This design comes from an exercise in tuning for small area, a short achievable clock period and few clock cycles per item on the open sky130 flow, not from production work.
The RTL was checked by simulation tests, not by an equivalence proof against the original design.
Power and IR drop assume default switching activity.

==> flow/run.sh <==
#!/bin/bash
set -euo pipefail
export BUFFER_PORTS_ARGS="-buffer_cell sky130_fd_sc_hd__buf_1"

rm -rf scripts_abc
cp -r "$FLOW_HOME/scripts" scripts_abc
cp flow/abc_area.script scripts_abc/abc_area.script
SCRIPTS_DIR="$PWD/scripts_abc" bash standard.sh synth > synth.log 2>&1
bash standard.sh > standard.log 2>&1
==> flow/abc_area.script <==
strash
dch
map -a
topo
stime -c
buffer -c
upsize -c
dnsize -c
==> standard.sh <==
#!/bin/bash
# synth_recipe.tcl (not shown) runs the flow's synth.tcl, then flattens the netlist and writes it again
# the make line also repeats each setting of config.mk as NAME=value (left out here)
make -C /OpenROAD-flow-scripts/flow DESIGN_CONFIG=/design/flow/config.mk WORK_HOME=/design/flow/orfs CLKGATE_MAP_FILE= SYNTH_SCRIPT=/design/flow/synth_recipe.tcl "${@:-finish}"
==> config.mk <==
export PLATFORM = sky130hd
export DESIGN_NAME = alu_cluster
export DESIGN_NICKNAME = alu_cluster
export VERILOG_FILES = /design/flow/design.v
export SDC_FILE = /design/flow/constraint.sdc
export NUM_CORES = 4
export LEC_CHECK = 0
export ABC_AREA = 1
export CAP_MARGIN = 30
export CORE_MARGIN = 2
export CORE_UTILIZATION = 40
export PLACE_DENSITY = 0.6
export SETUP_SLACK_MARGIN = 2.0
export SLEW_MARGIN = 20
==> constraint.sdc <==
create_clock -name core_clock -period 6.0 [get_ports {clk}]
set_input_delay 1.2000 -clock core_clock [delete_from_list [all_inputs] [get_ports {clk}]]
set_output_delay 1.2000 -clock core_clock [all_outputs]
set_load 0.01 [all_outputs]
==> design.v <==
localparam int DATA_W     = 64;
localparam int HALF_W     = 32;  
localparam int TAG_W      = 4;
localparam int NUM_LANES  = 4;
localparam int LANE_IDX_W = 2;
localparam int FL_C = 3;
localparam int FL_V = 2;
localparam int FL_N = 1;
localparam int FL_Z = 0;
localparam logic [3:0] OP_ADD = 4'd0;
localparam logic [3:0] OP_SUB = 4'd1;
localparam logic [3:0] OP_AND = 4'd2;
localparam logic [3:0] OP_OR  = 4'd3;
localparam logic [3:0] OP_XOR = 4'd4;
localparam logic [3:0] OP_SHL = 4'd5;
localparam logic [3:0] OP_SHR = 4'd6;
localparam logic [3:0] OP_SAR = 4'd7;
localparam logic [3:0] OP_SXT = 4'd8;
localparam logic [1:0] SXT_BYTE = 2'd0;
localparam logic [1:0] SXT_HALF = 2'd1;
localparam logic [1:0] SXT_WORD = 2'd2;
localparam int REQ_W   = 146;
localparam int RQ_TAG  = 0;
localparam int RQ_B    = 4;
localparam int RQ_A    = 68;
localparam int RQ_FIN  = 132;
localparam int RQ_SXT  = 136;
localparam int RQ_COND = 138;
localparam int RQ_OP   = 142;
localparam int RSP_W   = 73;
localparam int RS_TAG  = 0;
localparam int RS_TK   = 4;
localparam int RS_FL   = 5;
localparam int RS_RES  = 9;
`timescale 1ns/1ps
module flag_cond_eval (
  input  logic [3:0] cond,
  input  logic [3:0] flags,
  output logic       taken
);
localparam int DATA_W     = 64;
localparam int HALF_W     = 32;  
localparam int TAG_W      = 4;
localparam int NUM_LANES  = 4;
localparam int LANE_IDX_W = 2;
localparam int FL_C = 3;
localparam int FL_V = 2;
localparam int FL_N = 1;
localparam int FL_Z = 0;
localparam logic [3:0] OP_ADD = 4'd0;
localparam logic [3:0] OP_SUB = 4'd1;
localparam logic [3:0] OP_AND = 4'd2;
localparam logic [3:0] OP_OR  = 4'd3;
localparam logic [3:0] OP_XOR = 4'd4;
localparam logic [3:0] OP_SHL = 4'd5;
localparam logic [3:0] OP_SHR = 4'd6;
localparam logic [3:0] OP_SAR = 4'd7;
localparam logic [3:0] OP_SXT = 4'd8;
localparam logic [1:0] SXT_BYTE = 2'd0;
localparam logic [1:0] SXT_HALF = 2'd1;
localparam logic [1:0] SXT_WORD = 2'd2;
localparam int REQ_W   = 146;
localparam int RQ_TAG  = 0;
localparam int RQ_B    = 4;
localparam int RQ_A    = 68;
localparam int RQ_FIN  = 132;
localparam int RQ_SXT  = 136;
localparam int RQ_COND = 138;
localparam int RQ_OP   = 142;
localparam int RSP_W   = 73;
localparam int RS_TAG  = 0;
localparam int RS_TK   = 4;
localparam int RS_FL   = 5;
localparam int RS_RES  = 9;
  logic fc;
  logic fv;
  logic fn;
  logic fz;
  assign fc = flags[FL_C];
  assign fv = flags[FL_V];
  assign fn = flags[FL_N];
  assign fz = flags[FL_Z];
  always_comb begin
    case (cond)
      4'd0:    taken = fz;
      4'd1:    taken = ~fz;
      4'd2:    taken = fc;
      4'd3:    taken = ~fc;
      4'd4:    taken = fn;
      4'd5:    taken = ~fn;
      4'd6:    taken = fv;
      4'd7:    taken = ~fv;
      4'd8:    taken = fc & ~fz;          
      4'd9:    taken = ~fc | fz;          
      4'd10:   taken = (fn == fv);        
      4'd11:   taken = (fn != fv);
      4'd12:   taken = (fn == fv) & ~fz;  
      4'd13:   taken = (fn != fv) | fz;
      4'd14:   taken = 1'b1;
      default: taken = 1'b0;
    endcase
  end
endmodule
`timescale 1ns/1ps
module alu_lane (
  input  logic [145:0]  req,
  output logic [72:0]   rsp
);
localparam int DATA_W     = 64;
localparam int HALF_W     = 32;  
localparam int TAG_W      = 4;
localparam int NUM_LANES  = 4;
localparam int LANE_IDX_W = 2;
localparam int FL_C = 3;
localparam int FL_V = 2;
localparam int FL_N = 1;
localparam int FL_Z = 0;
localparam logic [3:0] OP_ADD = 4'd0;
localparam logic [3:0] OP_SUB = 4'd1;
localparam logic [3:0] OP_AND = 4'd2;
localparam logic [3:0] OP_OR  = 4'd3;
localparam logic [3:0] OP_XOR = 4'd4;
localparam logic [3:0] OP_SHL = 4'd5;
localparam logic [3:0] OP_SHR = 4'd6;
localparam logic [3:0] OP_SAR = 4'd7;
localparam logic [3:0] OP_SXT = 4'd8;
localparam logic [1:0] SXT_BYTE = 2'd0;
localparam logic [1:0] SXT_HALF = 2'd1;
localparam logic [1:0] SXT_WORD = 2'd2;
localparam int REQ_W   = 146;
localparam int RQ_TAG  = 0;
localparam int RQ_B    = 4;
localparam int RQ_A    = 68;
localparam int RQ_FIN  = 132;
localparam int RQ_SXT  = 136;
localparam int RQ_COND = 138;
localparam int RQ_OP   = 142;
localparam int RSP_W   = 73;
localparam int RS_TAG  = 0;
localparam int RS_TK   = 4;
localparam int RS_FL   = 5;
localparam int RS_RES  = 9;
  logic [3:0]        op;
  logic [3:0]        cond;
  logic [1:0]        sxt;
  logic [3:0]        fin;
  logic [DATA_W-1:0] a;
  logic [DATA_W-1:0] b;
  logic [TAG_W-1:0]  tag;
  logic              taken;
  assign op   = req[RQ_OP   +: 4];
  assign cond = req[RQ_COND +: 4];
  assign sxt  = req[RQ_SXT  +: 2];
  assign fin  = req[RQ_FIN  +: 4];
  assign a    = req[RQ_A    +: DATA_W];
  assign b    = req[RQ_B    +: DATA_W];
  assign tag  = req[RQ_TAG  +: TAG_W];
  flag_cond_eval cond_i (
    .cond  (cond),
    .flags (fin),
    .taken (taken)
  );
  logic is_add, is_sub, is_and, is_or, is_xor, is_shl, is_shr, is_sar, is_sxt;
  assign is_add = (op == OP_ADD);
  assign is_sub = (op == OP_SUB);
  assign is_and = (op == OP_AND);
  assign is_or  = (op == OP_OR);
  assign is_xor = (op == OP_XOR);
  assign is_shl = (op == OP_SHL);
  assign is_shr = (op == OP_SHR);
  assign is_sar = (op == OP_SAR);
  assign is_sxt = (op == OP_SXT);
  logic [DATA_W-1:0] bx;
  logic [DATA_W-1:0] p;
  logic [DATA_W-1:0] g;
  logic [DATA_W-1:0] gg;    
  logic [DATA_W-1:0] gp;    
  logic [DATA_W:0]   c;     
  logic [DATA_W-1:0] sum;
  assign bx = b ^ {DATA_W{is_sub}};
  assign p  = a ^ bx;
  assign g  = a & bx;
  always_comb begin
    gg = g;
    gp = p;
    gg[0] = g[0] | (p[0] & is_sub);
    for (int l = 0; l < 6; l++) begin
      for (int j = 0; j < DATA_W; j++) begin
        if (((j >> l) & 1) == 1) begin
          gg[j] = gg[j] | (gp[j] & gg[((j >> l) << l) - 1]);
          gp[j] = gp[j] & gp[((j >> l) << l) - 1];
        end
      end
    end
  end
  assign c   = {gg, is_sub};
  assign sum = p ^ c[DATA_W-1:0];
  logic [5:0]        sh;
  logic [DATA_W-1:0] sh_in;
  logic [DATA_W-1:0] sh_out;
  logic [DATA_W-1:0] sh_rev;
  logic              fill;
  assign sh   = b[5:0];
  assign fill = is_sar & a[DATA_W-1];
  always_comb begin
    for (int i = 0; i < DATA_W; i++)
      sh_in[i] = is_shl ? a[DATA_W-1-i] : a[i];
  end
  assign sh_out = DATA_W'($signed({fill, sh_in}) >>> sh);
  always_comb begin
    for (int i = 0; i < DATA_W; i++)
      sh_rev[i] = sh_out[DATA_W-1-i];
  end
  logic              s_fill;
  logic [DATA_W-1:0] keep_a;
  logic [DATA_W-1:0] ext;
  assign s_fill = (sxt == SXT_BYTE) ? a[7] : (sxt == SXT_HALF) ? a[15] : a[31];
  always_comb begin
    for (int i = 0; i < DATA_W; i++) begin
      if (i < 8)
        keep_a[i] = ~taken | is_sxt;
      else if (i < 16)
        keep_a[i] = ~taken | (is_sxt & (sxt != SXT_BYTE));
      else if (i < 32)
        keep_a[i] = ~taken | (is_sxt & sxt[1]);
      else
        keep_a[i] = ~taken;
      ext[i] = taken & is_sxt & ~keep_a[i];
    end
  end
  logic t_arith, t_p, t_g, t_shr, t_shl;
  assign t_arith = taken & (is_add | is_sub);
  assign t_p     = taken & (is_xor | is_or);
  assign t_g     = taken & (is_and | is_or);
  assign t_shr   = taken & (is_shr | is_sar);
  assign t_shl   = taken & is_shl;
  logic [DATA_W-1:0] res;
  always_comb begin
    for (int i = 0; i < DATA_W; i++)
      res[i] = (t_arith & sum[i]) | (t_p & p[i]) | (t_g & g[i]) |
               (t_shr & sh_out[i]) | (t_shl & sh_rev[i]) |
               (keep_a[i] & a[i]) | (ext[i] & s_fill);
  end
  logic fc, fv;
  assign fc = (is_add | is_sub) & c[DATA_W];
  assign fv = (is_add | is_sub) & (a[DATA_W-1] == bx[DATA_W-1]) &&
              (sum[DATA_W-1] != a[DATA_W-1]);
  assign rsp[RS_RES +: DATA_W] = res;
  assign rsp[RS_FL + FL_C]     = taken ? fc : fin[FL_C];
  assign rsp[RS_FL + FL_V]     = taken ? fv : fin[FL_V];
  assign rsp[RS_FL + FL_N]     = fin[FL_N];
  assign rsp[RS_FL + FL_Z]     = fin[FL_Z];
  assign rsp[RS_TK]            = taken;
  assign rsp[RS_TAG +: TAG_W]  = tag;
endmodule
`timescale 1ns/1ps
module issue_dispatch (
  input  logic       in_valid,
  output logic       in_ready,
  input  logic [3:0] lane_ready,
  output logic [3:0] lane_valid
);
localparam int DATA_W     = 64;
localparam int HALF_W     = 32;  
localparam int TAG_W      = 4;
localparam int NUM_LANES  = 4;
localparam int LANE_IDX_W = 2;
localparam int FL_C = 3;
localparam int FL_V = 2;
localparam int FL_N = 1;
localparam int FL_Z = 0;
localparam logic [3:0] OP_ADD = 4'd0;
localparam logic [3:0] OP_SUB = 4'd1;
localparam logic [3:0] OP_AND = 4'd2;
localparam logic [3:0] OP_OR  = 4'd3;
localparam logic [3:0] OP_XOR = 4'd4;
localparam logic [3:0] OP_SHL = 4'd5;
localparam logic [3:0] OP_SHR = 4'd6;
localparam logic [3:0] OP_SAR = 4'd7;
localparam logic [3:0] OP_SXT = 4'd8;
localparam logic [1:0] SXT_BYTE = 2'd0;
localparam logic [1:0] SXT_HALF = 2'd1;
localparam logic [1:0] SXT_WORD = 2'd2;
localparam int REQ_W   = 146;
localparam int RQ_TAG  = 0;
localparam int RQ_B    = 4;
localparam int RQ_A    = 68;
localparam int RQ_FIN  = 132;
localparam int RQ_SXT  = 136;
localparam int RQ_COND = 138;
localparam int RQ_OP   = 142;
localparam int RSP_W   = 73;
localparam int RS_TAG  = 0;
localparam int RS_TK   = 4;
localparam int RS_FL   = 5;
localparam int RS_RES  = 9;
  logic found;
  always_comb begin
    lane_valid = '0;
    found      = 1'b0;
    for (int i = 0; i < NUM_LANES; i++) begin
      if (lane_ready[i] && !found) begin
        lane_valid[i] = in_valid;
        found         = 1'b1;
      end
    end
  end
  assign in_ready = |lane_ready;  
endmodule
`timescale 1ns/1ps
module result_collect (
  input  logic            clk,
  input  logic            rst,
  input  logic [3:0]      rsp_valid,
  output logic [3:0]      rsp_ready,
  input  logic [4*73-1:0] rsp_in,    
  output logic            out_valid,
  input  logic            out_ready,
  output logic [72:0]     out_rsp
);
localparam int DATA_W     = 64;
localparam int HALF_W     = 32;  
localparam int TAG_W      = 4;
localparam int NUM_LANES  = 4;
localparam int LANE_IDX_W = 2;
localparam int FL_C = 3;
localparam int FL_V = 2;
localparam int FL_N = 1;
localparam int FL_Z = 0;
localparam logic [3:0] OP_ADD = 4'd0;
localparam logic [3:0] OP_SUB = 4'd1;
localparam logic [3:0] OP_AND = 4'd2;
localparam logic [3:0] OP_OR  = 4'd3;
localparam logic [3:0] OP_XOR = 4'd4;
localparam logic [3:0] OP_SHL = 4'd5;
localparam logic [3:0] OP_SHR = 4'd6;
localparam logic [3:0] OP_SAR = 4'd7;
localparam logic [3:0] OP_SXT = 4'd8;
localparam logic [1:0] SXT_BYTE = 2'd0;
localparam logic [1:0] SXT_HALF = 2'd1;
localparam logic [1:0] SXT_WORD = 2'd2;
localparam int REQ_W   = 146;
localparam int RQ_TAG  = 0;
localparam int RQ_B    = 4;
localparam int RQ_A    = 68;
localparam int RQ_FIN  = 132;
localparam int RQ_SXT  = 136;
localparam int RQ_COND = 138;
localparam int RQ_OP   = 142;
localparam int RSP_W   = 73;
localparam int RS_TAG  = 0;
localparam int RS_TK   = 4;
localparam int RS_FL   = 5;
localparam int RS_RES  = 9;
  logic [LANE_IDX_W-1:0] rr_ptr;
  logic [LANE_IDX_W-1:0] scan_idx;
  logic [LANE_IDX_W-1:0] grant_idx;
  logic                  grant_any;
  logic [NUM_LANES-1:0]  grant;
  logic                  slot_free;
  assign slot_free = ~out_valid | out_ready;
  always_comb begin
    grant_any = 1'b0;
    grant_idx = '0;
    scan_idx  = '0;
    for (int k = 0; k < NUM_LANES; k++) begin
      scan_idx = rr_ptr + LANE_IDX_W'(k);
      if (!grant_any && rsp_valid[scan_idx]) begin
        grant_any = 1'b1;
        grant_idx = scan_idx;
      end
    end
    grant = NUM_LANES'(grant_any) << grant_idx;
  end
  assign rsp_ready = grant & {NUM_LANES{slot_free}};
  always_ff @(posedge clk) begin
    if (rst) begin
      out_valid <= 1'b0;
      rr_ptr    <= '0;
    end else if (slot_free) begin
      out_valid <= grant_any;
      if (grant_any)
        rr_ptr <= grant_idx + 1'b1;  
    end
  end
  always_ff @(posedge clk) begin
    if (slot_free && grant_any)
      out_rsp <= rsp_in[grant_idx*RSP_W +: RSP_W];
  end
endmodule
`timescale 1ns/1ps
module alu_cluster (
  input  logic          clk,
  input  logic          rst,
  input  logic          in_valid,
  output logic          in_ready,
  input  logic [145:0]  in_req,
  output logic          out_valid,
  input  logic          out_ready,
  output logic [72:0]   out_rsp
);
localparam int DATA_W     = 64;
localparam int HALF_W     = 32;  
localparam int TAG_W      = 4;
localparam int NUM_LANES  = 4;
localparam int LANE_IDX_W = 2;
localparam int FL_C = 3;
localparam int FL_V = 2;
localparam int FL_N = 1;
localparam int FL_Z = 0;
localparam logic [3:0] OP_ADD = 4'd0;
localparam logic [3:0] OP_SUB = 4'd1;
localparam logic [3:0] OP_AND = 4'd2;
localparam logic [3:0] OP_OR  = 4'd3;
localparam logic [3:0] OP_XOR = 4'd4;
localparam logic [3:0] OP_SHL = 4'd5;
localparam logic [3:0] OP_SHR = 4'd6;
localparam logic [3:0] OP_SAR = 4'd7;
localparam logic [3:0] OP_SXT = 4'd8;
localparam logic [1:0] SXT_BYTE = 2'd0;
localparam logic [1:0] SXT_HALF = 2'd1;
localparam logic [1:0] SXT_WORD = 2'd2;
localparam int REQ_W   = 146;
localparam int RQ_TAG  = 0;
localparam int RQ_B    = 4;
localparam int RQ_A    = 68;
localparam int RQ_FIN  = 132;
localparam int RQ_SXT  = 136;
localparam int RQ_COND = 138;
localparam int RQ_OP   = 142;
localparam int RSP_W   = 73;
localparam int RS_TAG  = 0;
localparam int RS_TK   = 4;
localparam int RS_FL   = 5;
localparam int RS_RES  = 9;
  logic              slot_free;
  logic [RSP_W-1:0]  rsp_d;
  logic [RSP_W-1:0]  rsp_q;
  alu_lane lane_i (
    .req (in_req),
    .rsp (rsp_d)
  );
  assign slot_free = ~out_valid | out_ready;
  assign in_ready  = slot_free;
  always_ff @(posedge clk) begin
    if (rst)
      out_valid <= 1'b0;
    else if (slot_free)
      out_valid <= in_valid;
  end
  always_ff @(posedge clk) begin
    if (slot_free)
      rsp_q <= rsp_d;
  end
  always_comb begin
    out_rsp = rsp_q;
    if (rsp_q[RS_TK]) begin
      out_rsp[RS_FL + FL_N] = rsp_q[RS_RES + DATA_W - 1];
      out_rsp[RS_FL + FL_Z] = ~|rsp_q[RS_RES +: DATA_W];
    end
  end
endmodule
==> results of run 1 <==
[layout make-up]
type	instances	area, µm²	area share (%)
multi-input combinational	1697	11070	63.35
timing repair buffer	360	2267	12.98
tap	455	569.3	3.259
inverter	275	1069	6.116
clock inverter	7	60.06	0.3438
sequential	74	2212	12.66
clock buffer	9	225.2	1.289
[power by group through the flow]
stage	sequential [mW]	clock, mW	combinational, mW
2_1_floorplan	0.713	0	1.01
3_3_place_gp	0.743	0	1.43
3_5_place_dp	0.742	0	1.43
4_1_cts	0.732	0.583	1.60
5_1_grt	0.740	0.598	1.92
6_report	0.735	0.582	1.80
[final timing paths]
path | from | end | slack [ns]
worst min register to register | out_valid | out_valid | 0.82
worst max-delay path | in_req[144] | rsp_q[70] | 1.10
worst min-delay path | out_valid | out_valid | 0.82
worst max register to register | out_valid | rsp_q[47] | 4.16
[placed cells by master, fill, tap and decap left out, drive strengths merged, types with 4 or more instances in the layout]
cell type	instances
a2111oi	6
a211oi	9
a21oi	183
a221o	11
a221oi	31
a22oi	9
a31oi	19
buf	350
clkbuf	18
clkinvlp	7
edfxtp	73
fa	6
ha	64
inv	271
mux2i	33
nand2	495
nand3	54
nand4	13
nor2	194
nor3	29
nor4	23
o2111ai	36
o211ai	32
o21ai	313
o221ai	24
o22ai	9
o311ai	4
o31ai	7
xor2	77
[registers in the layout, indices dropped and copies added (netlist names)]
register   count
out_valid      1
rsp_q         73
[cells in the mapped netlist (4+ instances only)]
master,instances
a2111oi_0,5
a211oi_1,8
a21oi_1,180
a221o_1,11
a221oi_1,29
a22oi_1,9
a31oi_1,19
buf_1,35
buf_2,13
buf_4,73
clkbuf_1,81
edfxtp_1,73
fa_1,6
ha_1,64
inv_1,258
inv_2,15
mux2i_1,33
nand2_1,495
nand3_1,54
nand4_1,13
nor2_1,191
nor3_1,24
nor3_2,4
nor4_1,22
o2111ai_1,36
o211ai_1,32
o21ai_0,174
o21ai_1,139
o221ai_1,23
o22ai_1,9
o311ai_0,4
o31ai_1,6
xor2_1,77
[critical path: stages]
cell and delay [ns]:
buf_8 0.10, nor2_4 0.09, inv_2 0.05, nor2_4 0.09, inv_2 0.06, nor2_4 0.14
buf_12 0.13, buf_16 0.13, buf_12 0.14, xor2_2 0.07, ha_1 0.35, nand2_2 0.08
o21ai_2 0.20, nand3_2 0.14, nor2_4 0.15, nor2_4 0.07, nor3_4 0.15, nor2_4 0.08
nor3_4 0.20, nor2_4 0.08, buf_8 0.14, buf_4 0.15, buf_6 0.13, buf_4 0.13
buf_6 0.11, o31ai_4 0.23, xor2_2 0.25, o2111ai_2 0.14
[cells by family after synthesis]
logic type | after synthesis | synth area share [%]
and+or+nand+nor | 809 | 23.79
AOI/OAI and AO/OA | 705 | 30.74
buffers and inverters | 480 | 15.31
xor gates and xnor gates | 80 | 5.075
DFF | 74 | 16.02
adders and majority gates | 70 | 6.670
muxes | 33 | 2.392
[timing repair]
item                       in CTS  in global routing
pin swaps                      61                 65
buffers inserted               39                 44
setup endpoints to repair      66                 66
cloned                          5                  2
hold buffers                    0                  0
gates resized for setup       206                170
[routing by layer]
layer / vias up / GRT usage, % / routed length (µm)
li1: 8015 / - / -
met1: 8212 / 52.43 / 29560
met2: 1038 / 56.40 / 30250
met3: 170 / 9.353 / 8069
met4: 4 / 14.91 / 3159
met5: - / 0 / 27
[metrics by stage]
stage | setup slack, ns | power (mW) | hold slack [ns]
after CTS | 1.246 | 2.918 | 0.8276
after global placement | 0.5749 | 2.174 | 0.7968
after detailed placement | 0.4980 | 2.169 | 0.8171
after global routing | 0.8868 | 3.258 | 0.8571
final | 1.102 | 3.118 | 0.8248
after floorplan | 1.324 | 1.722 | 1.269
==> flow_summary.json, run 1 <==
{
  "status": "complete, no violations",
  "clock_skew_ns": 0.01723,
  "period_minus_slack_ns": 4.898,
  "antenna_found_initial": 1,
  "rsz0062_at_grt": "true",
  "htreeDepth": 3,
  "ys_seq_area_share_pct": 16.02,
  "synthesis.nets": 2471,
  "critPathMaxFanout": 7,
  "numCtsBuffers": 9,
  "vias": 17440,
  "die_w_um": 189.8,
  "power.leakage_nw": 7.211,
  "switching_share_pct": 49.43,
  "yosysTopAreaCell": "edfxtp_1",
  "antenna_cells": 0,
  "viasPerCell": 6.062,
  "cts-root-buf": "clkbuf_16",
  "tritoncts": "built",
  "place_area_um2": 14660,
  "core_area_um2": 34290,
  "synthesis.area_um2": 13810,
  "min_path_cells": 2,
  "grt.overflow.total": 0,
  "firstDrtPassIters": 6,
  "die_h_um": 189.8,
  "p_int_mw": 1.577,
  "clkSinkCount": 74,
  "timing.fmax_mhz": 204.2,
  "maxCapViolations": 0,
  "cp-end-kind": "flip-flop",
  "combPwrFrac_pct": 57.8,
  "avgSynthCellArea_um2": 6.134,
  "place_congestion": 0.9975,
  "setup_viol": 0,
  "synth_flop_cell": "edfxtp_1",
  "path_class": "in2reg",
  "dp.cells": 2769,
  "drtAntennaViolNets": 0,
  "dieArea_um2": 36020,
  "hpwl_mm": 53.47,
  "syn_inst": 2251,
  "final_nets": 2637,
  "clkLatencyLatePin_ns": 0.39,
  "hold_class": "reg2reg",
  "cp.arrival_ns": 5.00,
  "grt_pass1_vias": 15700,
  "path_clk_slew_ns": 0.08,
  "synth-edff-count": 73,
  "slew_headroom_pct": 41.63,
  "reg2regPathDepth": 2,
  "final_cells": 2877,
  "yosys-top-cells-area": "edfxtp_1 (16%), nand2_1 (13%), inv_1 (7.0%)",
  "hold_viol_final": 0,
  "fin_area_um2": 17470,
  "setup_tns_ns": 0,
  "clockBufferDepth": 2,
  "start_kind": "primary input",
  "rows": 68,
  "wl_mm": 71.07,
  "switchingPower_mw": 1.541,
  "io_buffers": 224,
  "gr-usage-all-layers_pct": 37.87,
  "final_layout_size_suffix_gt1_share_pct": 18.58,
  "fill_cells": 3560,
  "yosysWarnings": 3,
  "crit_required_ns": 6.10,
  "period_share_pct": 81.63,
  "grt_max_degree": 71,
  "area_delta_synth_final_pct": 26.53,
  "grt_first_pass_wirelength_mm": 101.0,
  "clkPwrFrac_pct": 18.7,
  "async_reset_ff_share_pct": 0,
  "final_util_pct": 50.95,
  "num_io_pins": 225,
  "ys_seq_elements": 74,
  "post_drt_wl_per_cell_um": 24.70,
  "worst_pin_slew_ns": 0.8664,
  "initial_utilization_pct": 40.27,
  "dr.first_iter.drc_count": 2158,
  "route.detailed.drc": 0,
  "power.share.sequential_pct": 23.6,
  "synth.distinct_cells": 57,
  "peakVddDrop_v": 0.0001478,
  "synth.top_cell.area_share_pct": 15.88,
  "maxSlewViolCount": 0,
  "power.density_nw_per_um2": 178.5
}
Testbench counts, summed over its fixed seeds: cycles 27,441, items 24,000.
==> run 2, diff against run 1 <==
==> flow/run.sh (replaced) <==
#!/bin/bash
# The standard layout, with plain buf_1 cells as the port buffers (the resizer
# upsizes them where timing needs it).
set -euo pipefail
export BUFFER_PORTS_ARGS="-buffer_cell sky130_fd_sc_hd__buf_1"
bash standard.sh > standard.log 2>&1
removed: flow/abc_area.script
==> run 2 against run 1 <==
Effect of this change:
- sequential share of layout area fell by 0.72 points
- clock power decreased by 4.1%
- synthesized cell count up 22%
- total power up 4.5%
- design area increased by 6.0%
- sequential cell count stayed put
- critical endpoint is now rsp_q[26]
- highest routed layer is now met4
==> flow_summary.json, run 2 <==
{
  "drtAntennaViolNets": 0,
  "period_share_pct": 68.20,
  "r2r-start": "out_valid",
  "synth.distinct_cells": 39,
  "antenna_found_initial": 2,
  "place_congestion": 1.059,
  "rows": 72,
  "synth_flop_cell": "edfxtp_1",
  "cp_cell_sequence": "buf_8 > nor2_4 > buf_12 > nand2_8 > buf_12 > buf_8 > xor2_2 > ha_1 > nand2_2 > nand2_2 > a21oi_4 > nand2_4 > nand2_4 > nand2_8 > buf_8 > fa_2 > xnor2_2 > o21ai_1 > nor2_1 > nand3_1",
  "grt.overflow.total": 0,
  "core_area_um2": 38470,
  "clock_skew_ns": 0.01001,
  "numCtsBuffers": 9,
  "ys_seq_elements": 74,
  "top_register": "rsp_q",
  "maxSlewViolCount": 0,
  "start_kind": "primary input",
  "yosys-top-cells-area": "nand3_1 (35%), edfxtp_1 (14%), nand2_1 (14%)",
  "synth.top_cell.area_share_pct": 34.59,
  "worst_pin_slew_ns": 0.8950,
  "dr.first_iter.drc_count": 2816,
  "power.density_nw_per_um2": 175.9,
  "io_buffers": 224,
  "post_drt_wl_per_cell_um": 24.25,
  "setup_tns_ns": 0,
  "cts-root-buf": "clkbuf_16",
  "area_delta_synth_final_pct": 19.64,
  "critPathBufInv": 5,
  "clkLatencyLatePin_ns": 0.36,
  "num_io_pins": 225,
  "firstDrtPassIters": 7,
  "power.leakage_nw": 8.321,
  "initial_utilization_pct": 40.25,
  "ys_seq_area_share_pct": 14.29,
  "grt_max_degree": 72,
  "reg2regPathDepth": 2,
  "layout_commonest_cell": "nand3_1",
  "largest_reg_flops": 73,
  "synthesis.area_um2": 15480,
  "period_minus_slack_ns": 4.092,
  "crit_required_ns": 6.09,
  "synth-edff-count": 73,
  "crit_path_max_incr_delay_ns": 0.40,
  "timing.critical_path.mode_cell": "buf_8",
  "route.detailed.drc": 0,
  "cp-end-kind": "flip-flop",
  "hold_buffers": 0,
  "cp-startpoint": "in_req[144]",
  "syn_inst": 2740,
  "grt_first_pass_wirelength_mm": 119.6,
  "status": "complete, no violations",
  "timing.fmax_mhz": 244.4,
  "hold_class": "reg2reg",
  "path_delay_family": "simple AND/OR/NAND/NOR gates",
  "path_depth": 20,
  "rsz0062_at_grt": "true",
  "path_clk_slew_ns": 0.07,
  "synthesis.nets": 2960,
  "avgSynthCellArea_um2": 5.650,
  "htreeDepth": 3,
  "die_w_um": 200.7,
  "viasPerCell": 6.206,
  "critPathMaxFanout": 5,
  "final_nets": 3093,
  "ff2ff_setup_slack_ns": 4.14,
  "hold_viol_final": 0,
  "crit_path_end": "rsp_q[26]",
  "grt_pass1_vias": 18750,
  "critPathSlowestCell": "fa_2",
  "gr-usage-all-layers_pct": 39.27,
  "path_class": "in2reg",
  "yosysWarnings": 3,
  "clkSinkCount": 74,
  "peakVddDrop_v": 0.0001207,
  "final_layout_size_suffix_gt1_share_pct": 13.66,
  "vias": 21090,
  "fill_cells": 4102,
  "cp.arrival_ns": 4.18,
  "wl_mm": 82.39,
  "synth_most_common_cell": "nand3_1",
  "clockBufferDepth": 2,
  "slew_headroom_pct": 40.12,
  "r2r_end": "rsp_q[70]",
  "die_h_um": 200.7,
  "fin_hold_ws_ns": 0.9423,
  "maxCapViolations": 0,
  "reg.largest.list": "rsp_q: 73 flops, out_valid: 1 flops",
  "final_cell_mix": "nand3_1 (1,050), nand2_1 (503), buf_1 (215)",
  "hpwl_mm": 61.21,
  "synth_commonest_cells": "nand3_1 (1,070), nand2_1 (562), inv_1 (216)",
  "async_reset_ff_share_pct": 0,
  "setup_viol": 0,
  "dieArea_um2": 40290,
  "tritoncts": "built",
  "yosysTopAreaCell": "nand3_1"
}
[run 2: changes by cell type after synthesis, moves of 66 or more]
cell and delta:
a21oi_1 -77, nand2_1 +67, nand3_1 +1016, o21ai_0 -152, o21ai_1 -134, xor2_1 -66
[run 2: logic make-up after synthesis]
kind of cell	synth area share, %
AO/OA/AOI/OAI	5.237
AND/OR/NAND/NOR	56.49
buffers and inverters	13.57
flip-flops	14.29
adder cells (fa/ha/maj)	5.948
XOR/XNOR	4.469
[run 2: what timing repair did]
| item | 4_1_cts | 5_1_grt |
|---|---|---|
| pin swaps | 46 | 87 |
| buffers inserted | 45 | 39 |
| endpoints found under the setup margin | 65 | 62 |
| resized for setup | 91 | 200 |
| cloned | 7 | 2 |
[run 2: power breakdown]
group | internal, mW | switching, mW | leakage [nW]
Sequential | 0.675 | 0.0636 | 0.794
Clock | 0.287 | 0.271 | 0.131
Combinational | 0.636 | 1.33 | 7.40
[run 2: final cells by class]
class | count | area, µm² | area share [%]
clock inverter | 7 | 60.06 | 0.3243
timing repair buffer | 348 | 2085 | 11.25
antenna | 2 | 5.005 | 0.02702
tap | 518 | 648.1 | 3.499
multi-input combinational | 2217 | 12430 | 67.09
sequential | 74 | 2212 | 11.94
inverter | 223 | 859.6 | 4.641
clock buffer | 9 | 225.2 | 1.216
[run 2: worst min path at each step]
stage,startpoint,end,cells after the start
4_1_cts,out_valid,out_valid,2
5_1_grt,rst,out_valid,2
6_report,out_valid,out_valid,2
3_5_place_dp,out_valid,out_valid,2
3_3_place_gp,out_valid,out_valid,2
2_1_floorplan,rst,out_valid,1
[run 2: layer usage]
| metal | wire length, µm | vias to the layer above | track usage (%) | part of all wire, % |
|---|---|---|---|---|
| li1 | - | 9581 | - | - |
| met1 | 32490 | 9817 | 54.17 | 39 |
| met2 | 34210 | 1486 | 57.13 | 42 |
| met3 | 10860 | 204 | 8.377 | 13 |
| met4 | 4830 | 0 | 20.95 | 5.9 |
| met5 | 0 | - | 0 | 0 |
[run 2: tightest hold or removal path, delay by kind of cell (launching register included)]
kind | cells | cell delay, ns
AND/OR/NAND/NOR | 1 | 0.44
AO/OA/AOI/OAI | 1 | 0.12
flip-flops | 1 | 0.33
[run 2: metrics by stage]
stage,area [µm²],setup WS (ns),total power [mW],utilization (%),instances
global route,18520,1.896,3.412,48.14,3396
detailed placement,16200,0.6965,2.357,42.11,3285
finish,18520,1.908,3.258,48.15,3398
global placement,16180,0.7779,2.346,42.07,3284
CTS,17320,1.988,3.021,45.02,3353
floorplan,15700,1.873,1.878,-,2740
==> run 3, diff against run 2 <==
--- a/flow/run.sh
+++ b/flow/run.sh
@@ -4,3 +4,4 @@
 set -euo pipefail
 export BUFFER_PORTS_ARGS="-buffer_cell sky130_fd_sc_hd__buf_1"
+export RECOVER_POWER=100
 bash standard.sh > standard.log 2>&1
==> run 3 against run 2 <==
Effect of this change:
- now fails the layout checks on max-capacitance violations, max-slew violations
- worst setup slack worse by 0.88 ns
- critical endpoint is now rsp_q[18]
- critical path depth down 2
- first-iteration DRC count down 1.2%
- clock skew up 0.0015 ns
- die area unchanged
- global-route usage unchanged
==> flow_summary.json, run 3 <==
{
  "status": "complete, but fails checks",
  "so_faults": "max-capacitance violations, max-slew violations",
  "synth_commonest_cells": "nand3_1 (1,070), nand2_1 (562), inv_1 (216)",
  "power.share.sequential_pct": 22.9,
  "initial_utilization_pct": 40.25,
  "gr-usage-all-layers_pct": 39.27,
  "crit_path_max_incr_delay_ns": 0.49,
  "slew_headroom_pct": -18.81,
  "routed.top_layer": "met4",
  "m1WireLength_mm": 32.74,
  "antenna_found_initial": 2,
  "combPwrFrac_pct": 59.8,
  "period_minus_slack_ns": 4.972,
  "final_layout_size_suffix_gt1_share_pct": 11.99,
  "switchingPower_mw": 1.645,
  "clkSinkCount": 74,
  "reg.largest.list": "rsp_q: 73 flops, out_valid: 1 flops",
  "cts-root-buf": "clkbuf_16",
  "place_congestion": 1.059,
  "clock_skew_ns": 0.01152,
  "maxSlewViolCount": 30,
  "ys_seq_elements": 74,
  "largest_reg_flops": 73,
  "critPathMaxFanout": 5,
  "p_int_mw": 1.585,
  "drtAntennaViolNets": 0,
  "vias": 21080,
  "power.density_nw_per_um2": 176.2,
  "avgSynthCellArea_um2": 5.650,
  "syn_inst": 2740,
  "path_depth": 18,
  "synth_flop_cell": "edfxtp_1",
  "synth_most_common_cell": "nand3_1",
  "grt_first_pass_wirelength_mm": 119.6,
  "path_delay_family": "simple AND/OR/NAND/NOR gates",
  "cp.arrival_ns": 5.05,
  "final_cells": 3398,
  "cp-end-kind": "flip-flop",
  "met3_length_mm": 10.53,
  "wl_mm": 82.17,
  "grt_pass1_vias": 18750,
  "final_cell_mix": "nand3_1 (1,051), nand2_1 (519), buf_1 (215)",
  "clockBufferDepth": 2,
  "synth-edff-count": 73,
  "path_class": "in2reg",
  "area_delta_synth_final_pct": 18.35,
  "numCtsBuffers": 9,
  "final_util_pct": 47.63,
  "crit_required_ns": 6.08,
  "synth.top_cell.area_share_pct": 34.59,
  "hold_class": "in2reg",
  "seq_area_um2": 2212,
  "timing.fmax_mhz": 201.1,
  "fill_cells": 4144,
  "multi_input_comb_area_um2": 12250,
  "reg2regPathDepth": 2,
  "synthesis.area_um2": 15480,
  "tritoncts": "built",
  "io_buffers": 224,
  "layout_commonest_cell": "nand3_1",
  "firstDrtPassIters": 8,
  "path_clk_slew_ns": 0.07,
  "yosysWarnings": 3,
  "hold_viol_final": 0,
  "start_kind": "primary input",
  "htreeDepth": 3,
  "rows": 72,
  "num_io_pins": 225,
  "viasPerCell": 6.205,
  "die_h_um": 200.7,
  "maxCapViolations": 1,
  "critPathBufInv": 5,
  "dieArea_um2": 40290,
  "cp_cell_sequence": "buf_12 > inv_12 > nor2_1 > nand2_8 > clkbuf_1 > xor2_1 > fa_1 > inv_1 > nand3_2 > nand2_1 > nand3_1 > nand2_1 > clkbuf_1 > fa_2 > xnor2_2 > o21ai_1 > nor2_1 > nand3_2",
  "grt.overflow.total": 0,
  "peakVddDrop_v": 0.0001213,
  "async_reset_ff_share_pct": 0,
  "final_nets": 3093,
  "dr.first_iter.drc_count": 2781,
  "rsz0062_at_grt": "true",
  "power.leakage_nw": 8.276,
  "dp.cells": 3285,
  "setup_viol": 0,
  "core_area_um2": 38470,
  "switching_share_pct": 50.93,
  "grt_max_degree": 72,
  "die_w_um": 200.7,
  "clkLatencyLatePin_ns": 0.36,
  "yosys-top-cells-area": "nand3_1 (35%), edfxtp_1 (14%), nand2_1 (14%)",
  "synth.distinct_cells": 39,
  "route.met2.wl_mm": 34.05,
  "clkPwrFrac_pct": 17.3,
  "critPathSlowestCell": "fa_1",
  "ys_seq_area_share_pct": 14.29,
  "hpwl_mm": 61.21,
  "worst_pin_slew_ns": 1.778,
  "route.detailed.drc": 0,
  "min_path_cells": 2,
  "setup_tns_ns": 0,
  "yosysTopAreaCell": "nand3_1",
  "synthesis.nets": 2960,
  "top_register": "rsp_q",
  "period_share_pct": 82.86,
  "post_drt_wl_per_cell_um": 24.18
}
## run 3: cell counts after synthesis
Identical to the previous run, type by type.
## run 3: cell type report
type | instances | area share [%]
Inverter | 223 | 4.692
Sequential cell | 74 | 12.07
Antenna cell | 2 | 0.02732
Clock inverter | 7 | 0.3278
Multi-Input combinational cell | 2217 | 66.89
Tap cell | 518 | 3.538
Clock buffer | 9 | 1.229
Timing Repair Buffer | 348 | 11.23
## run 3: worst reg2reg max path, delay by kind of cell, from the launching register on
kind	cells	cell delay, ns
flip-flops	1	0.31
buffers and inverters	1	0.77
AND/OR/NAND/NOR	1	1.25
## run 3: logic make-up (layout without fill, tap and decap cells)
family,Yosys count,count (layout),share of synthesized area (%)
and+or+nand+nor,1908,1916,56.49
buffers and inverters,457,587,13.57
AOI/OAI and AO/OA,152,152,5.237
xor gates and xnor gates,79,79,4.469
DFF,74,74,14.29
adders and majority gates,70,70,5.948
other,0,2,0
## run 3: path summary, 6_finish.rpt
kind	slack (ns)	from	end
setup / recovery	1.03	in_req[142]	rsp_q[18]
hold / removal	0.97	rst	out_valid
setup reg to reg	3.25	out_valid	rsp_q[5]
hold reg to reg	1.74	out_valid	out_valid
## run 3: power groups by stage
stage	Combinational [mW]	Clock, mW	Sequential, mW
final	1.93	0.559	0.739
after global routing	2.06	0.575	0.747
after CTS	1.72	0.559	0.737
after detailed placement	1.61	0	0.749
after global placement	1.60	0	0.745
after floorplan	1.16	0	0.715
## run 3: what timing repair did
item	4_1_cts	5_1_grt
setup endpoints to repair	65	62
gates cloned	7	2
buffers inserted	45	39
gates resized for setup	91	200
hold buffers	0	0
pin swaps	46	87
## run 3: stage by stage
step | power [mW] | setup slack (ns) | hold slack [ns] | area, µm²
floorplan | 1.878 | 1.873 | 1.269 | 15700
global placement | 2.346 | 0.7779 | 0.9230 | 16180
detailed placement | 2.357 | 0.6965 | 0.9382 | 16200
CTS | 3.021 | 1.988 | 0.9479 | 17320
global route | 3.384 | 0.9445 | 0.9782 | 18320
finish | 3.229 | 1.028 | 0.9743 | 18320
## run 3: per-layer routing
metal	vias to the layer above	track usage, %
met5	-	0
met4	0	20.95
met3	201	8.377
met2	1519	57.13
met1	9777	54.17
li1	9587	-
==> run 4, diff against run 3 <==
--- a/flow/run.sh
+++ b/flow/run.sh
@@ -4,4 +4,4 @@
 set -euo pipefail
 export BUFFER_PORTS_ARGS="-buffer_cell sky130_fd_sc_hd__buf_1"
-export RECOVER_POWER=100
+export ADDER_MAP_FILE=
 bash standard.sh > standard.log 2>&1
==> run 4 against run 3 <==
Effect of this change:
- now clean on timing, DRC and antenna
- global-route usage fell by 4.1 points
- sequential power rose by 1%
- worst setup slack improved by 1.1 ns
- count of clock-buffer cells in the layout rose by 1
- sequential cell count did not move
- combinational power fell by 17%
- routed wire length fell by 4.6%
- synthesized cell count rose by 16%
- fmax rose by 28%
- critical path depth rose by 1
- critical path type unchanged
- highest routed layer unchanged
==> flow_summary.json, run 4 <==
{
  "hold_buffers": 0,
  "drtAntennaViolNets": 0,
  "cp.arrival_ns": 3.99,
  "synthesis.area_um2": 16170,
  "avgSynthCellArea_um2": 5.090,
  "initial_utilization_pct": 40.61,
  "final_cell_mix": "nand2_1 (1,127), nand3_1 (748), nor2_1 (278)",
  "ys_seq_area_share_pct": 13.68,
  "async_reset_ff_share_pct": 0,
  "antenna_found_initial": 1,
  "hold_viol_final": 0,
  "place_congestion": 1.044,
  "fin_area_um2": 17510,
  "viasPerCell": 5.792,
  "grt_pass1_vias": 18780,
  "maxCapViolations": 0,
  "power.density_nw_per_um2": 169.3,
  "crit_path_max_incr_delay_ns": 0.53,
  "setup_viol": 0,
  "place_area_um2": 16740,
  "slew_headroom_pct": 32.88,
  "synth-edff-count": 73,
  "crit_path_end": "rsp_q[48]",
  "dr.first_iter.drc_count": 3274,
  "status": "complete, no violations",
  "worst_pin_slew_ns": 1.007,
  "cp-end-kind": "flip-flop",
  "path_delay_family": "simple AND/OR/NAND/NOR gates",
  "layout_commonest_cell": "nand2_1",
  "start_kind": "primary input",
  "min_path_cells": 2,
  "die_w_um": 205.1,
  "path_depth": 19,
  "yosysWarnings": 3,
  "timing.critical_path.mode_cell": "nand2_1",
  "synth_commonest_cells": "nand2_1 (1,135), nand3_1 (756), nor2_1 (284)",
  "clock_skew_ns": 0.005231,
  "synthAdderAreaFrac_pct": 0,
  "peakVddDrop_v": 0.0001323,
  "numCtsBuffers": 9,
  "crit_required_ns": 6.11,
  "num_io_pins": 225,
  "clkSinkCount": 74,
  "timing.fmax_mhz": 257.5,
  "reg.largest.list": "rsp_q: 73 flops, out_valid: 1 flops",
  "dieArea_um2": 42050,
  "synth.top_cell.area_share_pct": 26.34,
  "htreeDepth": 3,
  "yosys-top-cells-area": "nand2_1 (26%), nand3_1 (23%), edfxtp_1 (14%)",
  "yosysTopAreaCell": "nand2_1",
  "cp_cell_sequence": "clkbuf_2 > inv_1 > nor2_4 > buf_12 > nand2_8 > nand2_1 > o21ai_0 > o21ai_0 > nand2_1 > nand3_1 > nand3_1 > nand2_1 > nand2_1 > nand2_1 > nand2_1 > nand2_1 > nor2_1 > nor2_1 > nand2_1",
  "synthSimpleGateAreaFrac_pct": 61.59,
  "final_nets": 3374,
  "final_layout_size_suffix_gt1_share_pct": 5.203,
  "hpwl_mm": 58.64,
  "rows": 73,
  "synthMuxAreaShare_pct": 0.3095,
  "syn_inst": 3177,
  "grt_first_pass_wirelength_mm": 111.7,
  "grt.overflow.total": 0,
  "maxSlewViolCount": 0,
  "period_minus_slack_ns": 3.884,
  "clockBufferDepth": 2,
  "synth_flop_cell": "edfxtp_1",
  "path_clk_slew_ns": 0.07,
  "setup_tns_ns": 0,
  "synth_compound_area_share_pct": 9.602,
  "cp-startpoint": "in_req[142]",
  "rsz0062_at_grt": "false",
  "area_delta_synth_final_pct": 8.286,
  "clkLatencyLatePin_ns": 0.36,
  "synth_most_common_cell": "nand2_1",
  "gr-usage-all-layers_pct": 35.16,
  "post_drt_wl_per_cell_um": 20.87,
  "core_area_um2": 39820,
  "cts-root-buf": "clkbuf_16",
  "critPathBufInv": 3,
  "synth.distinct_cells": 49,
  "reg2regPathDepth": 3,
  "io_buffers": 224,
  "synthesis.nets": 3327,
  "hold_class": "reg2reg",
  "route.detailed.drc": 0,
  "critPathSlowestCell": "o21ai_0",
  "power.leakage_nw": 8.931,
  "r2r_end": "rsp_q[71]",
  "fin_hold_ws_ns": 0.9733,
  "synth_top_family_by_area": "simple AND/OR/NAND/NOR gates",
  "wl_mm": 78.38,
  "min_from": "out_valid",
  "synth-xor-area-share_pct": 0.8588,
  "vias": 21750,
  "period_share_pct": 64.73,
  "die_h_um": 205.1,
  "path_class": "in2reg",
  "r2r-start": "out_valid",
  "top_register": "rsp_q",
  "ys_seq_elements": 74,
  "firstDrtPassIters": 6,
  "grt_max_degree": 86,
  "tritoncts": "built",
  "ff2ff_setup_slack_ns": 4.45,
  "largest_reg_flops": 73,
  "critPathMaxFanout": 30
}
[run 4: cell types whose count changed after synthesis, sizes merged, moves of 6 or more]
cell,delta
fa,-6
o21ai,+137
a21boi,+11
ha,-64
clkbuf,+16
nor2,+103
nand2,+587
nand3b,+10
o211ai,+23
buf,-6
xnor2,-61
inv,+33
a21oi,-45
nand3,-312
[run 4: metrics by stage]
stage | instances | setup slack (ns) | total power [mW] | util [%]
after floorplan | 3177 | 2.644 | 1.823 | -
after global placement | 3720 | 1.373 | 2.244 | 41.99
after detailed placement | 3721 | 1.363 | 2.246 | 42.04
after CTS | 3741 | 2.007 | 2.858 | 43.12
after global routing | 3755 | 2.001 | 3.125 | 43.97
final | 3755 | 2.116 | 2.965 | 43.97
[run 4: repair_timing]
action,4_1_cts,5_1_grt
gates resized for setup,10,62
pin swaps,1,5
buffers inserted,2,7
setup endpoints to repair,49,63
gates cloned,2,6
[run 4: worst min path at each step]
stage,to,slack [ns]
2_1_floorplan,out_valid,1.27
3_3_place_gp,out_valid,1.15
3_5_place_dp,rsp_q[1],0.97
4_1_cts,rsp_q[1],0.99
5_1_grt,out_valid,1.00
6_report,rsp_q[37],0.97
[run 4: cell families (layout without fill, tap and decap cells)]
| kind of cell | Yosys count | count (layout) |
|---|---|---|
| buf+inv | 499 | 545 |
| simple gates | 2304 | 2310 |
| compound gates | 280 | 280 |
| flops | 74 | 74 |
| mux | 5 | 5 |
| other cells | 0 | 1 |
| xor+xnor | 15 | 15 |
[run 4: worst register-to-register path, cell delays in order, from the launching register on]
cell	delay (ns)
dfxtp_1	0.34
nand2_4	0.07
buf_4	0.48
buf_12	0.32
[run 4: area by class of cell]
cell class / count / area [µm²]
antenna: 1 / 2.502
multi-input combinational: 2610 / 11990
timing repair buffer: 274 / 1386
sequential: 74 / 2212
inverter: 255 / 957.2
clock inverter: 6 / 82.58
fill: 4701 / 22310
tap: 525 / 656.9
clock buffer: 10 / 229.0
[run 4: metal layers]
metal | up-vias | wire length, µm | track usage (%)
li1 | 10500 | - | -
met2 | 1311 | 32680 | 52.05
met3 | 198 | 10970 | 10.83
met5 | - | 0 | 0
met1 | 9746 | 30850 | 46.27
met4 | 0 | 3877 | 16.73
[run 4: power breakdown]
part / leakage, nW / switching, mW / total (mW) / internal, mW
Combinational: 7.99 / 1.16 / 1.61 / 0.452
Sequential: 0.792 / 0.0730 / 0.748 / 0.675
Clock: 0.152 / 0.246 / 0.609 / 0.363
Total: 8.93 / 1.48 / 2.97 / 1.49
==> run 5, diff against run 4 <==
--- a/config.mk
+++ b/config.mk
@@ -11,4 +11,4 @@
 export CORE_UTILIZATION = 40
 export PLACE_DENSITY = 0.6
-export SETUP_SLACK_MARGIN = 2.0
+export SETUP_SLACK_MARGIN = 2.5
 export SLEW_MARGIN = 20
==> run 5 against run 4 <==
Effect of this change:
- critical path depth decreased by 15
- cell count increased by 3.1%
- register-to-register slack about the same
- worst hold slack about the same
- combinational power increased by 24%
- non-clock buffer count increased by 106
- clock skew decreased by 0.0014 ns
- sequential share of layout area decreased by 2.1 points
- clock power about the same
- sequential cell count unchanged
==> flow_summary.json, run 5 <==
{
  "synthesis.nets": 3327,
  "min_path_cells": 2,
  "synth_flop_cell": "edfxtp_1",
  "yosysWarnings": 3,
  "cp-end-kind": "output pin",
  "combPwrFrac_pct": 59.5,
  "drtAntennaViolNets": 0,
  "async_reset_ff_share_pct": 0,
  "fill_cells": 4223,
  "r2r-start": "out_valid",
  "place_area_um2": 16740,
  "synthAdderAreaFrac_pct": 0,
  "synth.top_cell.area_share_pct": 26.34,
  "hold_class": "reg2reg",
  "path_clk_slew_ns": 0.07,
  "die_w_um": 205.1,
  "syn_inst": 3177,
  "min_from": "out_valid",
  "power.share.sequential_pct": 22.4,
  "synth_compound_area_share_pct": 9.602,
  "grt_max_degree": 86,
  "peakVddDrop_v": 0.0001425,
  "maxCapViolations": 0,
  "clkSinkCount": 74,
  "tritoncts": "built",
  "htreeDepth": 3,
  "synth_top_family_by_area": "simple AND/OR/NAND/NOR gates",
  "multi_input_comb_area_um2": 14220,
  "viasPerCell": 6.035,
  "clkLatencyLatePin_ns": 0.35,
  "fin_area_um2": 21050,
  "num_io_pins": 225,
  "cts-root-buf": "clkbuf_16",
  "vias": 23370,
  "antenna_found_initial": 3,
  "initial_utilization_pct": 40.61,
  "setup_tns_ns": 0,
  "reg.largest.list": "rsp_q: 73 flops, out_valid: 1 flops",
  "hold_buffers": 0,
  "final_cells": 3872,
  "hpwl_mm": 58.64,
  "synthMuxAreaShare_pct": 0.3095,
  "top_register": "rsp_q",
  "start_kind": "flip-flop",
  "slew_headroom_pct": 40.22,
  "synth-edff-count": 73,
  "io_buffers": 224,
  "synthesis.area_um2": 16170,
  "power.leakage_nw": 10.26,
  "layout_commonest_cell": "nand2_1",
  "grt_pass1_vias": 19490,
  "clkPwrFrac_pct": 18.1,
  "timing.fmax_mhz": 277.9,
  "clock_skew_ns": 0.003823,
  "final_cell_mix": "nand2_1 (906), nand3_1 (623), nor2_1 (242)",
  "worst_pin_slew_ns": 0.8966,
  "dp.cells": 3721,
  "r2r_end": "rsp_q[12]",
  "synth.distinct_cells": 49,
  "reg2regPathDepth": 3,
  "seq_area_um2": 2212,
  "yosys-top-cells-area": "nand2_1 (26%), nand3_1 (23%), edfxtp_1 (14%)",
  "maxSlewViolCount": 0,
  "path_class": "reg2out",
  "hold_path_end": "rsp_q[43]",
  "grt_first_pass_wirelength_mm": 118.1,
  "fin_hold_ws_ns": 0.9733,
  "critPathMaxFanout": 2,
  "period_share_pct": 59.98,
  "crit_required_ns": 4.80,
  "ys_seq_elements": 74,
  "core_area_um2": 39820,
  "gr-usage-all-layers_pct": 37.24,
  "numCtsBuffers": 9,
  "final_util_pct": 52.87,
  "area_delta_synth_final_pct": 30.18,
  "final_layout_size_suffix_gt1_share_pct": 22.34,
  "avgSynthCellArea_um2": 5.090,
  "synth_commonest_cells": "nand2_1 (1,135), nand3_1 (756), nor2_1 (284)",
  "rsz0062_at_grt": "true",
  "post_drt_wl_per_cell_um": 22.44,
  "period_minus_slack_ns": 3.599,
  "yosysTopAreaCell": "nand2_1",
  "wl_mm": 86.89,
  "switchingPower_mw": 1.690,
  "cp.arrival_ns": 2.40,
  "switching_share_pct": 50.32,
  "largest_reg_flops": 73,
  "power.density_nw_per_um2": 159.6,
  "hold_viol_final": 0,
  "route.detailed.drc": 0,
  "setup_viol": 0,
  "rows": 73,
  "die_h_um": 205.1,
  "synth-xor-area-share_pct": 0.8588,
  "firstDrtPassIters": 10,
  "ff2ff_setup_slack_ns": 4.44,
  "dr.first_iter.drc_count": 3237,
  "clockBufferDepth": 2,
  "place_congestion": 1.044,
  "synth_most_common_cell": "nand2_1",
  "final_nets": 3489,
  "synthSimpleGateAreaFrac_pct": 61.59,
  "grt.overflow.total": 0,
  "status": "complete, no violations",
  "dieArea_um2": 42050,
  "p_int_mw": 1.669,
  "ys_seq_area_share_pct": 13.68,
  "cp-startpoint": "rsp_q[30]"
}
[run 5: cell counts after synthesis]
Identical to the previous run, type by type.
[run 5: how the worst max path moves through the flow]
stage                 end  slack [ns]  cells past startpoint
2_1_floorplan    in_ready        2.64                      2
3_3_place_gp    rsp_q[72]        1.37                     21
3_5_place_dp    rsp_q[72]        1.36                     21
4_1_cts         rsp_q[72]        2.48                     21
5_1_grt         rsp_q[70]        2.38                     22
6_report       out_rsp[5]        2.40                      4
[run 5: power groups by stage]
stage / clock, mW / combinational, mW / sequential [mW]
floorplan: 0 / 1.11 / 0.713
global placement: 0 / 1.49 / 0.757
detailed placement: 0 / 1.49 / 0.757
CTS: 0.606 / 1.64 / 0.749
global route: 0.618 / 2.13 / 0.754
finish: 0.608 / 2.00 / 0.752
[run 5: cell type report]
class                      count  share of cell area (%)
antenna                        3                 0.03566
multi-input combinational   2619                   67.57
tap                          525                   3.120
inverter                     255                   4.713
clock inverter                 6                  0.3922
clock buffer                  10                   1.088
timing repair buffer         380                   12.58
sequential                    74                   10.51
[run 5: metrics by stage]
step | worst slack [ns] | total power, mW
after floorplan | 2.644 | 1.823
after global placement | 1.373 | 2.244
after detailed placement | 1.363 | 2.246
after CTS | 2.475 | 2.996
after global routing | 2.384 | 3.502
final | 2.401 | 3.359
[run 5: worst max-delay path, cell delays in order, from the launching register on]
cell	delay, ns
edfxtp_1	0.47
nor4_1	0.69
nand4_1	0.35
o41ai_2	0.36
buf_2	0.18
[run 5: logic make-up (layout without fill, tap and decap cells)]
kind of cell / count (synthesis) / count (layout)
simple gates: 2304 / 2319
buf+inv: 499 / 651
compound gates: 280 / 280
flops: 74 / 74
xor+xnor: 15 / 15
mux: 5 / 5
other cells: 0 / 3
[run 5: what timing repair did]
| item | in CTS | in global routing |
|---|---|---|
| pin swaps | 34 | 131 |
| resized for setup | 236 | 524 |
| setup buffers | 33 | 69 |
| setup endpoints to repair | 67 | 67 |
| gates cloned | 12 | 17 |
[run 5: routing by layer]
| layer | GRT usage (%) | part of all wire, % | vias up |
|---|---|---|---|
| met4 | 18.81 | 7.0 | 0 |
| met3 | 9.418 | 15 | 382 |
| met1 | 49.41 | 36 | 10450 |
| li1 | - | - | 10770 |
| met2 | 55.67 | 42 | 1760 |
| met5 | 0 | 0 | - |
==> run 6, diff against run 5 <==
--- a/flow/run.sh
+++ b/flow/run.sh
@@ -4,4 +4,4 @@
 set -euo pipefail
 export BUFFER_PORTS_ARGS="-buffer_cell sky130_fd_sc_hd__buf_1"
-export ADDER_MAP_FILE=
+
 bash standard.sh > standard.log 2>&1
--- a/config.mk
+++ b/config.mk
@@ -9,6 +9,6 @@
 export CAP_MARGIN = 30
 export CORE_MARGIN = 2
-export CORE_UTILIZATION = 40
-export PLACE_DENSITY = 0.6
-export SETUP_SLACK_MARGIN = 2.5
+export CORE_UTILIZATION = 65
+export PLACE_DENSITY = 0.75
+export SETUP_SLACK_MARGIN = 2.0
 export SLEW_MARGIN = 20
==> run 6 against run 5 <==
Effect of this change:
- still clean
- utilization increased by 22 points
- sequential power is 1% lower
- non-clock buffer count fell by 75
- sequential share of layout area rose by 2.1 points
- total power fell by 3.3%
- clock power up 6.7%
- routed wire length fell by 14%
- design area fell by 17%
==> flow_summary.json, run 6 <==
{
  "maxCapViolations": 0,
  "die_w_um": 158.3,
  "critPathBufInv": 5,
  "fin_hold_ws_ns": 0.8294,
  "status": "complete, no violations",
  "route.detailed.drc": 0,
  "grt_first_pass_wirelength_mm": 106.1,
  "top_register": "rsp_q",
  "setup_viol": 0,
  "cp.arrival_ns": 4.31,
  "period_share_pct": 70.29,
  "viasPerCell": 7.091,
  "largest_reg_flops": 73,
  "slew_headroom_pct": 28.61,
  "post_drt_wl_per_cell_um": 23.78,
  "timing.fmax_mhz": 237.1,
  "power.density_nw_per_um2": 185.9,
  "synth_flop_cell": "edfxtp_1",
  "crit_required_ns": 6.09,
  "clock_skew_ns": 0.01637,
  "synth.distinct_cells": 39,
  "reg2regPathDepth": 3,
  "layout_commonest_cell": "nand3_1",
  "final_nets": 3046,
  "fill_cells": 1910,
  "hpwl_mm": 50.48,
  "worst_pin_slew_ns": 1.068,
  "hold_buffers": 0,
  "grt_pass1_vias": 18500,
  "r2r_end": "rsp_q[4]",
  "period_minus_slack_ns": 4.217,
  "synth.top_cell.area_share_pct": 34.59,
  "core_area_um2": 23400,
  "die_h_um": 158.3,
  "antenna_found_initial": 6,
  "power_mw": 3.250,
  "grt_max_degree": 75,
  "peakVddDrop_v": 0.0001273,
  "firstDrtPassIters": 17,
  "yosys-top-cells-area": "nand3_1 (35%), edfxtp_1 (14%), nand2_1 (14%)",
  "tritoncts": "built",
  "path_delay_family": "simple AND/OR/NAND/NOR gates",
  "maxSlewViolCount": 0,
  "path_clk_slew_ns": 0.09,
  "path_class": "in2reg",
  "synth-edff-count": 73,
  "grt.overflow.total": 0,
  "ys_seq_elements": 74,
  "final_cell_mix": "nand3_1 (1,051), nand2_1 (525), buf_1 (215)",
  "min_path_cells": 3,
  "rsz0062_at_grt": "true",
  "cp_cell_sequence": "buf_12 > inv_12 > nor2_4 > buf_6 > nand2_4 > xnor2_1 > ha_1 > nand2_1 > nor2_1 > nand2_1 > nor3_2 > nand2_4 > nand2_4 > buf_12 > clkbuf_16 > nand2_1 > a21oi_1 > nor2_1 > nor2_2 > nand3_1",
  "reg.largest.list": "rsp_q: 73 flops, out_valid: 1 flops",
  "synth_commonest_cells": "nand3_1 (1,070), nand2_1 (562), inv_1 (216)",
  "wl_mm": 75.02,
  "syn_inst": 2740,
  "initial_utilization_pct": 66.15,
  "numCtsBuffers": 9,
  "place_congestion": 1.139,
  "critPathSlowestCell": "ha_1",
  "yosysWarnings": 3,
  "setup_tns_ns": 0,
  "clockBufferDepth": 2,
  "area_delta_synth_final_pct": 12.91,
  "hold_path_end": "out_valid",
  "async_reset_ff_share_pct": 0,
  "htreeDepth": 3,
  "final_util_pct": 74.69,
  "hold_viol_final": 0,
  "clkLatencyLatePin_ns": 0.37,
  "cp-startpoint": "in_req[142]",
  "cp-end-kind": "flip-flop",
  "cts-root-buf": "clkbuf_16",
  "rows": 56,
  "r2r-start": "out_valid",
  "min_from": "out_valid",
  "power.leakage_nw": 8.030,
  "hold_class": "reg2reg",
  "final_layout_size_suffix_gt1_share_pct": 9.820,
  "critPathMaxFanout": 9,
  "synthesis.area_um2": 15480,
  "clkSinkCount": 74,
  "yosysTopAreaCell": "nand3_1",
  "drtAntennaViolNets": 0,
  "crit_path_max_incr_delay_ns": 0.38,
  "dr.first_iter.drc_count": 6020,
  "start_kind": "primary input",
  "gr-usage-all-layers_pct": 56.58,
  "ff2ff_setup_slack_ns": 4.60,
  "vias": 22370,
  "avgSynthCellArea_um2": 5.650,
  "synthesis.nets": 2960,
  "dieArea_um2": 25070,
  "ys_seq_area_share_pct": 14.29,
  "num_io_pins": 225,
  "synth_most_common_cell": "nand3_1",
  "io_buffers": 224
}
[run 6: cell count changes in the layout (fill, tap and decap cells not counted), sizes merged, moves of 9 or more]
| cell | delta |
|---|---|
| buf | -66 |
| nand3 | +312 |
| nand2 | -599 |
| ha | +64 |
| a21oi | +45 |
| nand3b | -10 |
| o211ai | -23 |
| xnor2 | +61 |
| a21boi | -11 |
| inv | -34 |
| nor2 | -102 |
| clkbuf | -9 |
| o21ai | -137 |
[run 6: metrics by stage]
stage / area [µm²] / worst slack, ns / instances
after global placement: 15840 / 0.8676 / 3078
after CTS: 16600 / 1.958 / 3116
after detailed placement: 15870 / 0.7745 / 3079
after global routing: 17470 / 1.719 / 3151
after floorplan: 15700 / 1.873 / 2740
final: 17480 / 1.783 / 3154
[run 6: repair_timing]
item,4_1_cts,5_1_grt
endpoints found under the setup margin,66,66
pin swaps,18,48
resized for setup,46,138
endpoints found under the hold margin,0,0
gates cloned,3,5
setup buffers,18,26
[run 6: where the power goes]
part	internal (mW)	switching (mW)
sequential	0.675	0.0661
clock	0.368	0.281
combinational	0.575	1.28
total	1.62	1.63
[run 6: area by class of cell]
class                   instances  area, µm²  area share [%]
diodes                          4      10.01         0.05727
flip-flops and latches         74       2212           12.66
well taps                     319      399.1           2.283
repair buffers                305       1742           9.964
inverters                     223      863.3           4.939
multi-input cells            2213      11930           68.27
clock inverters                 6      90.09          0.5154
clock buffers                  10      229.0           1.310
[run 6: cell families (layout without fill, tap and decap cells)]
group / after synthesis / after routing / synth area share [%]
other cells: 0 / 4 / 0
fa+ha+maj: 70 / 70 / 5.948
compound gates: 152 / 152 / 5.237
simple gates: 1908 / 1912 / 56.49
xor+xnor: 79 / 79 / 4.469
buf+inv: 457 / 544 / 13.57
flops: 74 / 74 / 14.29
[run 6: how the worst max path moves through the flow]
| stage | end | depth (start not counted) |
|---|---|---|
| final | rsp_q[51] | 20 |
| after global routing | rsp_q[56] | 20 |
| after CTS | rsp_q[50] | 22 |
| after detailed placement | rsp_q[50] | 21 |
| after global placement | rsp_q[50] | 21 |
| after floorplan | rsp_q[42] | 23 |
[run 6: per-layer routing]
metal | up-vias | wire (µm) | GRT usage, %
met3 | 716 | 15080 | 33.45
met2 | 2359 | 27830 | 73.33
met1 | 9770 | 24440 | 68.98
met4 | 10 | 7548 | 36.51
met5 | - | 122 | 9.524
li1 | 9510 | - | -
[run 6: worst reg2reg max path, stage by stage, from the launching register on]
cell and delay, ns:
dfxtp_1 0.34, nand2_4 0.08, buf_4 0.27, buf_16 0.32

-- static timing again, ports no longer ideal --
The flow's constraints put no driver on any port. The routed layouts listed below were extracted and timed again, unchanged, in two steps.
Step 1 sets driving cells, clkbuf_16 on the clock port and buf_2 on the other inputs (assumed; they add their load-dependent delay and slew).
Step 2 also shifts input and output timing later by t, the mid clock arrival at the registers, as if the neighbouring blocks saw the same clock.
a / b / c = ideal ports / drivers / drivers and shift; a / b = the first two.
| run | shift t [ns] | setup WS [ns] | worst hold slack (ns) |
|---|---|---|---|
| run 1 | 0.431 | 1.102 / 1.110 / 0.678 | 0.825 / 0.825 / 0.825 |
| run 2 | 0.414 | 1.908 / 1.922 / 1.507 | 0.942 / 0.942 / 0.942 |
| run 3 | 0.416 | 1.028 / 1.020 / 0.603 | 0.974 / 0.943 / 1.360 |
| run 4 | 0.400 | 2.116 / 2.140 / 1.740 | 0.973 / 0.967 / 0.973 |
| run 5 | 0.400 | 2.401 / 2.353 / 2.056 | 0.973 / 0.966 / 0.973 |
| run 6 | 0.410 | 1.783 / 1.753 / 1.343 | 0.829 / 0.829 / 0.829 |
The setup slack of run 6, which loses most, moves by -0.030 ns with the drivers and by -0.440 ns with both steps.
